Source: an optimization exercise on an open RTL-to-GDS flow (aim: small area and a short achievable clock period). Production flows keep margins and buffers that such runs may drop. Only simulation tests tie the RTL to the original design; equivalence was not proved. No activity file was given, so power comes from the tool's default toggle rates.

==> flow/design.v (excerpt) <==
module tile_writeback #(
  parameter int TILE_SIZE   = 16,
  parameter int DATA_WIDTH  = 32,
  parameter int FRAC_BITS   = 16,
  parameter int COORD_WIDTH = 16
) (
  input  logic                   clk,
  input  logic                   rst,
  input  logic                   in_valid,
  output logic                   in_ready,
  input  logic [DATA_WIDTH-1:0]  in_data,
  input  logic                   in_last,
  input  logic [COORD_WIDTH-1:0] tile_x,
  input  logic [COORD_WIDTH-1:0] tile_y,
  output logic                   out_valid,
  input  logic                   out_ready,
  output logic [7:0]             out_pixel,
  output logic [COORD_WIDTH-1:0] out_x,
  output logic [COORD_WIDTH-1:0] out_y,
  output logic                   out_last,
  output logic                   short_tile
);
For scale: roughly 5,600 cells after synthesis, about 4,300 flip-flops, about 110 I/O pins, ~140,000 µm² of cells after synthesis.
==> flow/config.mk <==
export PLATFORM = sky130hd
export DESIGN_NAME = tile_writeback
export DESIGN_NICKNAME = tile_writeback
export VERILOG_FILES = /design/flow/design.v
export SDC_FILE = /design/flow/constraint.sdc
export NUM_CORES = 4
export LEC_CHECK = 0
export CAP_MARGIN = 20
export CORE_MARGIN = 2
export CORE_UTILIZATION = 65
export PLACE_DENSITY = 0.72
export SETUP_SLACK_MARGIN = 4.6
export SLEW_MARGIN = 20
==> flow/constraint.sdc <==
create_clock -name core_clock -period 8.0 [get_ports {clk}]
set_input_delay 1.6000 -clock core_clock [delete_from_list [all_inputs] [get_ports {clk}]]
set_output_delay 1.6000 -clock core_clock [all_outputs]
set_load 0.01 [all_outputs]
run.sh (not shown) runs the stock make flow with config.mk's settings and CLKGATE_MAP_FILE= SYNTH_SCRIPT=/design/flow/synth_recipe.tcl, a recipe that flattens the netlist after the stock synthesis.
Next try:
Settings changed: SETUP_SLACK_MARGIN 4.6 to not set.
Outcome:
- power is lower slightly
- via count is lower by a few percent
- cell count is lower slightly
- wire length is lower by roughly a tenth
- worst hold slack gets better by 53 ps
- non-clock buffer count is lower by 39
- worst setup slack gets worse by 730 ps
Next try:
==> flow/flow/run.sh (new file) <==
#!/bin/bash
# Standard ORFS layout, with the port buffers made from sky130_fd_sc_hd__buf_4
# instead of the delay-cell buffer buffer_ports picks by default.
set -euo pipefail
export BUFFER_PORTS_ARGS="-buffer_cell sky130_fd_sc_hd__buf_4"
bash standard.sh finish > standard_flow.log 2>&1
==> flow/standard.sh (new file) <==
#!/bin/bash
# synth_recipe.tcl (not shown) runs the flow's synth.tcl, then flattens the netlist and writes it again
# the make line also repeats each setting of config.mk as NAME=value (left out here)
make -C /OpenROAD-flow-scripts/flow DESIGN_CONFIG=/design/flow/config.mk WORK_HOME=/design/flow/orfs CLKGATE_MAP_FILE= SYNTH_SCRIPT=/design/flow/synth_recipe.tcl "${@:-finish}"
Settings changed: SETUP_SLACK_MARGIN set to 4.6.
removed: flow/run.sh
Result: Power shrinks by 0.94%. Cell area is about the same. Worst setup slack is better by 940 ps. Via count is about the same. Cell count barely changes. Combinational power increases by about 4%. Area after synthesis does not change. Sequential cell count stays the same. Routed wire length fell by 1.1%. Global-route usage shrinks by 0.58 points. Fmax increases by 27%.

---

Another version of the RTL of tile_writeback (not shown whole).
Size in the first run: ~110 I/O pins.
## tile_writeback
module tile_writeback #(
  parameter int TILE_SIZE   = 16,
  parameter int DATA_WIDTH  = 32,
  parameter int FRAC_BITS   = 16,
  parameter int COORD_WIDTH = 16
) (
  input  logic                   clk,
  input  logic                   rst,
  input  logic                   in_valid,
  output logic                   in_ready,
  input  logic [DATA_WIDTH-1:0]  in_data,
  input  logic                   in_last,
  input  logic [COORD_WIDTH-1:0] tile_x,
  input  logic [COORD_WIDTH-1:0] tile_y,
  output logic                   out_valid,
  input  logic                   out_ready,
  output logic [7:0]             out_pixel,
  output logic [COORD_WIDTH-1:0] out_x,
  output logic [COORD_WIDTH-1:0] out_y,
  output logic                   out_last,
  output logic                   short_tile
);
Settings: LEC_CHECK=0, CAP_MARGIN=20, CORE_MARGIN=2, CORE_UTILIZATION=65, CTS_CLUSTER_DIAMETER=100, CTS_CLUSTER_SIZE=30, PLACE_DENSITY=0.72, SETUP_SLACK_MARGIN=4.8, SLEW_MARGIN=20; clock period 8.0 ns.
standard.sh (not shown) runs the stock make flow with config.mk's settings and CLKGATE_MAP_FILE= SYNTH_SCRIPT=/design/flow/synth_recipe.tcl, a recipe that flattens the netlist after the stock synthesis.
==> flow/flow/run.sh <==
#!/bin/bash
# Standard ORFS layout, with the port buffers made from sky130_fd_sc_hd__buf_4
# instead of the delay-cell buffer buffer_ports picks by default.
set -euo pipefail
export BUFFER_PORTS_ARGS="-buffer_cell sky130_fd_sc_hd__buf_4"
bash standard.sh finish > standard_flow.log 2>&1
The baseline completed with no timing, DRC or antenna violations.
Edit:
- CTS_CLUSTER_DIAMETER: 100 -> unset
- CTS_CLUSTER_SIZE: 30 -> unset
- SETUP_SLACK_MARGIN: 4.8 -> 4.6
Effect:
- The new run ran to the end with no violations
- non-clock buffer count fell by 1
- global-route usage rose by 3.5 points
- die area stays the same
- combinational power hardly moves
- total power rose by about a fifth

## port drivers added, routing unchanged
The results above use ideal ports. As a check the final layouts listed here were re-extracted and re-timed, cells and wires unchanged.
Step 1 (the two cells are an assumption about what drives the block):
set clk [get_ports {clk}]
set_driving_cell -lib_cell sky130_fd_sc_hd__clkbuf_16 $clk
set_driving_cell -lib_cell sky130_fd_sc_hd__buf_2 [delete_from_list [all_inputs] $clk]
Step 2 moves the port delays by t, midway between the first and last clock arrival at a register: inputs arrive t later, outputs are due t later. That takes back most of the time a late clock gives input paths.
a / b / c = ideal / step 1 / step 2; a / b = the first two.
run	t, ns	setup WS [ns]	latest minus earliest clock arrival (ns)
the first run of note 1	1.057	4.288 / 4.288 / 3.460	0.094 / 0.094
the second run of note 1	1.024	3.561 / 3.624 / 2.599	0.093 / 0.093
the third run of note 1	1.039	4.500 / 4.508 / 3.480	0.088 / 0.088
the first run of note 2	0.939	4.689 / 4.689 / 3.784	0.066 / 0.065
the second run of note 2	1.056	4.598 / 4.598 / 3.588	0.064 / 0.064
After both steps every run listed still meets setup and hold. The setup slack of the third run of note 1, which loses most, moves by +0.008 ns with the drivers and by -1.020 ns with both steps.
